From an optimization exercise on the open Yosys and OpenROAD flow, aimed at small area; shortcuts taken in it are not production practice. Only simulation tests tie the RTL to the original design; equivalence was not proved. No activity file was given, so power comes from the tool's default toggle rates.

Setup of the reference run:
Design stick_top, start of the top module:
module stick_top #(
	parameter int NUM_CH   = 4,
	parameter int SYNC_BIT = 11
) (
	input  logic                     i_sysclk,
	input  logic                     i_phy_rst_n,
	input  logic                     i_cmd_valid,
	input  logic [31:0]              i_cmd,		 
	input  logic [NUM_CH*12-1:0]     i_adc,
	output logic                     o_msync_n,
	output logic [2:0]               o_hpwon,
	output logic [NUM_CH-1:0]        o_pdwn,
	output logic [NUM_CH-1:0]        o_phase_a,
	output logic [NUM_CH-1:0]        o_phase_b_n,
	output logic [NUM_CH-1:0]        o_phase_c,
	output logic [NUM_CH-1:0]        o_phase_d_n,
	output logic [NUM_CH-1:0]        o_nenz,
	output logic [NUM_CH-1:0]        o_acq_valid,
	output logic [NUM_CH-1:0]        o_acq_cmpl,
	output logic [NUM_CH-1:0]        o_en,
	output logic [NUM_CH-1:0]        o_doffs,
	output logic [NUM_CH-1:0]        o_soffs_n,
	output logic [NUM_CH*20-1:0]     o_acq_word	 
);
For scale: roughly 2100 cells after synthesis, ~660 flip-flops, ~210 I/O pins.
==> module sync_gen, before the edit <==
module sync_gen #(
	parameter int SYNC_BIT = 20	 
) (
	input  logic i_sysclk,
	input  logic i_phy_rst_n,
	input  logic i_sync_on,
	output logic o_msync_n,		 
	output logic o_sync_stb		 
);
	logic [SYNC_BIT:0] cnt_q;		 
	logic              msync_d;		 
	logic [SYNC_BIT+1:0] cry;		 
	assign cry[0] = 1'b1;
	for (genvar k = 0; k <= SYNC_BIT; k++)
	begin : g_cry
		assign cry[k+1] = cry[k] & cnt_q[k];
	end
	assign o_msync_n = i_sync_on ? cnt_q[SYNC_BIT] : 1'b1;
	always_ff @(posedge i_sysclk or negedge i_phy_rst_n)
	begin
		if (!i_phy_rst_n)
		begin
			cnt_q      <= '0;
			msync_d    <= 1'b1;
			o_sync_stb <= 1'b0;
		end
		else
		begin
			cnt_q      <= cnt_q ^ cry[SYNC_BIT:0];
			msync_d    <= o_msync_n;
			o_sync_stb <= msync_d & ~o_msync_n;	 
		end
	end
endmodule
==> module acq_chan, before the edit <==
module acq_chan (
	input  logic        i_sysclk,
	input  logic        i_phy_rst_n,
	input  logic        i_sync_stb,
	input  logic [84:0] i_cfg,		 
	input  logic        i_pdwn,
	input  logic [11:0] i_adc,		 
	output logic        o_valid,	 
	output logic [19:0] o_word,		 
	output logic        o_cmpl,		 
	output logic        o_en,
	output logic        o_doffs,
	output logic        o_soffs_n
);
	logic [23:0] dd_n;		 
	logic        dd_nz;
	logic [7:0]  sm_m1;		 
	logic        sm_nz;
	logic [7:0]  wn_m1;		 
	logic        wn_nz;
	logic [7:0]  offset;
	logic        wait_q;	 
	logic        grp_q;		 
	logic [23:0] cnt_q;
	logic [24:0] cry;		 
	logic [23:0] cry_in;	 
	logic [7:0]  pos;		 
	logic [7:0]  wnum;		 
	logic [7:0]  wnum_inc;	 
	logic [11:0] max_q;		 
	logic [11:0] grp_max;	 
	logic [7:0]  offs;		 
	logic [11:0] diff;		 
	logic        neg;		 
	logic [12:0] gt;		 
	logic        lo_b;		 
	logic [4:0]  hi_b;		 
	logic        run_ok;
	logic        last_smp;
	logic        last_word;
	logic        fire;		 
	assign dd_n   = i_cfg[50:27];
	assign dd_nz  = i_cfg[26];
	assign sm_m1  = i_cfg[25:18];
	assign sm_nz  = i_cfg[17];
	assign wn_m1  = i_cfg[16:9];
	assign wn_nz  = i_cfg[8];
	assign offset = i_cfg[7:0];
	assign pos  = cnt_q[7:0];
	assign wnum = cnt_q[15:8];
	assign cry[0] = 1'b1;
	for (genvar k = 0; k < 24; k++)
	begin : g_cry
		if (k == 8)
		begin : g_mid
			assign cry_in[k] = (cry[k] && !grp_q) || o_valid;
		end
		else
		begin : g_std
			assign cry_in[k] = cry[k];
		end
		assign cry[k+1] = cry_in[k] && cnt_q[k];
	end
	assign wnum_inc = wnum ^ cry_in[15:8];
	assign gt[0] = 1'b0;
	for (genvar k = 0; k < 12; k++)
	begin : g_gt
		assign gt[k+1] = (i_adc[k] & !max_q[k]) | (i_adc[k] & gt[k]) | (!max_q[k] & gt[k]);
	end
	assign offs = last_smp ? offset : 8'd0;
	assign {lo_b, diff[7:0]} = {1'b0, grp_max[7:0]} - {1'b0, offs};
	assign hi_b[0] = lo_b;
	for (genvar k = 0; k < 4; k++)
	begin : g_hi
		assign diff[8+k]  = grp_max[8+k] ^ hi_b[k];
		assign hi_b[k+1] = hi_b[k] & !grp_max[8+k];
	end
	assign neg = hi_b[4];
	assign run_ok    = !i_pdwn && sm_nz && wn_nz;
	assign grp_max   = (pos == '0 || gt[12]) ? i_adc : max_q;	 
	assign last_smp  = (pos == sm_m1);
	assign last_word = (wnum_inc == wn_m1);
	assign fire      = run_ok && !i_sync_stb && grp_q && last_smp;
	always_ff @(posedge i_sysclk or negedge i_phy_rst_n)
	begin
		if (!i_phy_rst_n)
		begin
			wait_q  <= 1'b0;
			grp_q   <= 1'b0;
			o_valid <= 1'b0;
			o_cmpl  <= 1'b0;
		end
		else
		begin
			o_valid <= fire;
			o_cmpl  <= fire && last_word;
			if (!run_ok)
			begin
				wait_q <= 1'b0;
				grp_q  <= 1'b0;
			end
			else if (i_sync_stb)
			begin
				wait_q <= dd_nz;
				grp_q  <= !dd_nz;
			end
			else if (wait_q)
			begin
				if (cry[24])	 
				begin
					wait_q <= 1'b0;
					grp_q  <= 1'b1;
				end
			end
			else if (fire && last_word)
				grp_q <= 1'b0;
		end
	end
	always_ff @(posedge i_sysclk)
	begin
		if (i_sync_stb)	 
			cnt_q <= {dd_n[23:16], dd_nz ? dd_n[15:0] : 16'd0};
		else
		begin
			cnt_q[23:8] <= cnt_q[23:8] ^ cry_in[23:8];
			cnt_q[7:0]  <= (grp_q && last_smp) ? 8'd0 : (cnt_q[7:0] ^ cry_in[7:0]);
		end
		max_q <= neg ? 12'd0 : diff;	 
	end
	assign o_word    = {wnum, max_q};
	assign o_en      = grp_q;
	assign o_doffs   = wait_q;
	assign o_soffs_n = !wait_q;
endmodule
==> flow/config.mk <==
export PLATFORM = sky130hd
export DESIGN_NAME = stick_top
export DESIGN_NICKNAME = stick_top
export VERILOG_FILES = /design/flow/design.v
export SDC_FILE = /design/flow/constraint.sdc
export NUM_CORES = 4
export LEC_CHECK = 0
export CAP_MARGIN = 20
export CORE_MARGIN = 2
export CORE_UTILIZATION = 50
export CTS_BUF_LIST = sky130_fd_sc_hd__clkbuf_8
export CTS_CLUSTER_DIAMETER = 60
export CTS_CLUSTER_SIZE = 16
export SLEW_MARGIN = 20
==> flow/constraint.sdc <==
create_clock -name core_clock -period 6.0 [get_ports {i_sysclk}]
set_input_delay 1.2000 -clock core_clock [delete_from_list [all_inputs] [get_ports {i_sysclk}]]
set_output_delay 1.2000 -clock core_clock [all_outputs]
set_load 0.01 [all_outputs]
standard.sh (not shown) runs the stock make flow with config.mk's settings and CLKGATE_MAP_FILE= SYNTH_SCRIPT=/design/flow/synth_recipe.tcl, a recipe that flattens the netlist after the stock synthesis.
==> flow/flow/run.sh <==
#!/bin/bash
# The standard layout, with each port buffered by the smallest buffer
# (sky130_fd_sc_hd__buf_1) in place of the delay buffer buffer_ports picks
# on its own. make's full output goes to finish.log in this folder; the tools'
# own logs are under orfs/logs/.
set -euo pipefail
bash standard.sh finish "BUFFER_PORTS_ARGS=-buffer_cell sky130_fd_sc_hd__buf_1" > finish.log 2>&1
The following lists how the trial run was set up differently from the reference run:
--- a/flow/design.v
+++ b/flow/design.v
@@ -120,23 +120,20 @@
 		assign cry[k+1] = cry[k] & cnt_q[k];
 	end
 	assign o_msync_n = i_sync_on ? cnt_q[SYNC_BIT] : 1'b1;
 	always_ff @(posedge i_sysclk or negedge i_phy_rst_n)
 	begin
 		if (!i_phy_rst_n)
-		begin
-			cnt_q      <= '0;
-			msync_d    <= 1'b1;
-			o_sync_stb <= 1'b0;
-		end
+			cnt_q <= '0;
 		else
-		begin
-			cnt_q      <= cnt_q ^ cry[SYNC_BIT:0];
-			msync_d    <= o_msync_n;
-			o_sync_stb <= msync_d & ~o_msync_n;	 
-		end
+			cnt_q <= cnt_q ^ cry[SYNC_BIT:0];
+	end
+	always_ff @(posedge i_sysclk)
+	begin
+		msync_d    <= o_msync_n;
+		o_sync_stb <= msync_d & ~o_msync_n;	 
 	end
 endmodule
 `default_nettype wire
 `timescale 1ns/1ps
 `default_nettype none
 module znd_chan (
@@ -312,18 +309,16 @@
 	begin
 		if (!i_phy_rst_n)
 		begin
 			wait_q  <= 1'b0;
 			grp_q   <= 1'b0;
 			o_valid <= 1'b0;
-			o_cmpl  <= 1'b0;
 		end
 		else
 		begin
 			o_valid <= fire;
-			o_cmpl  <= fire && last_word;
 			if (!run_ok)
 			begin
 				wait_q <= 1'b0;
 				grp_q  <= 1'b0;
 			end
 			else if (i_sync_stb)
@@ -351,12 +346,13 @@
 		begin
 			cnt_q[23:8] <= cnt_q[23:8] ^ cry_in[23:8];
 			cnt_q[7:0]  <= (grp_q && last_smp) ? 8'd0 : (cnt_q[7:0] ^ cry_in[7:0]);
 		end
 		max_q <= neg ? 12'd0 : diff;	 
 	end
+	assign o_cmpl    = o_valid && !grp_q;
 	assign o_word    = {wnum, max_q};
 	assign o_en      = grp_q;
 	assign o_doffs   = wait_q;
 	assign o_soffs_n = !wait_q;
 endmodule
 `default_nettype wire
Taking the reference run as the reference, in the trial run portion of total power attributed to combinational logic rose 1.5 points; arrival time of data at the critical path endpoint rose 0.06 ns; mux cell area share after synthesis fell 1.1 points; minimum clock period rose 0.046 ns; met3 capacity usage during global routing fell 0.34 points.
The trial run went all the way through synthesis, placement and routing and the layout is clean on timing, DRC and antenna.
Between the reference run and the trial run, the post-route cell area figures differ only marginally.
Compared to the reference run, the trial run has number of vias per cell after detailed routing 0.54% lower.

what the ideal ports hide:
Ports are ideal in the flow. The routed layouts listed here were re-timed in OpenROAD. Step 1 assumes that a clkbuf_16 drives the clock port and a buf_2 every other input. Step 2 also shifts input and output timing later by t, the mid clock arrival at the registers, as if the neighbouring blocks saw the same clock. Slacks: no drivers / after step 1 / after step 2; pairs: no drivers / after step 1.
run	t (ns)	setup WS [ns]	hold WS [ns]	clock arrival spread, ns
the reference run	0.720	0.270 / 0.309 / -0.411	0.430 / 0.430 / 0.430	0.024 / 0.025
the trial run	0.738	0.224 / 0.228 / -0.510	0.435 / 0.435 / 0.435	0.030 / 0.029
With both steps, setup timing fails in the reference run and the trial run, where it was met with ideal ports. The setup slack of the trial run, which loses most, moves by +0.004 ns with the drivers and by -0.734 ns with both steps.
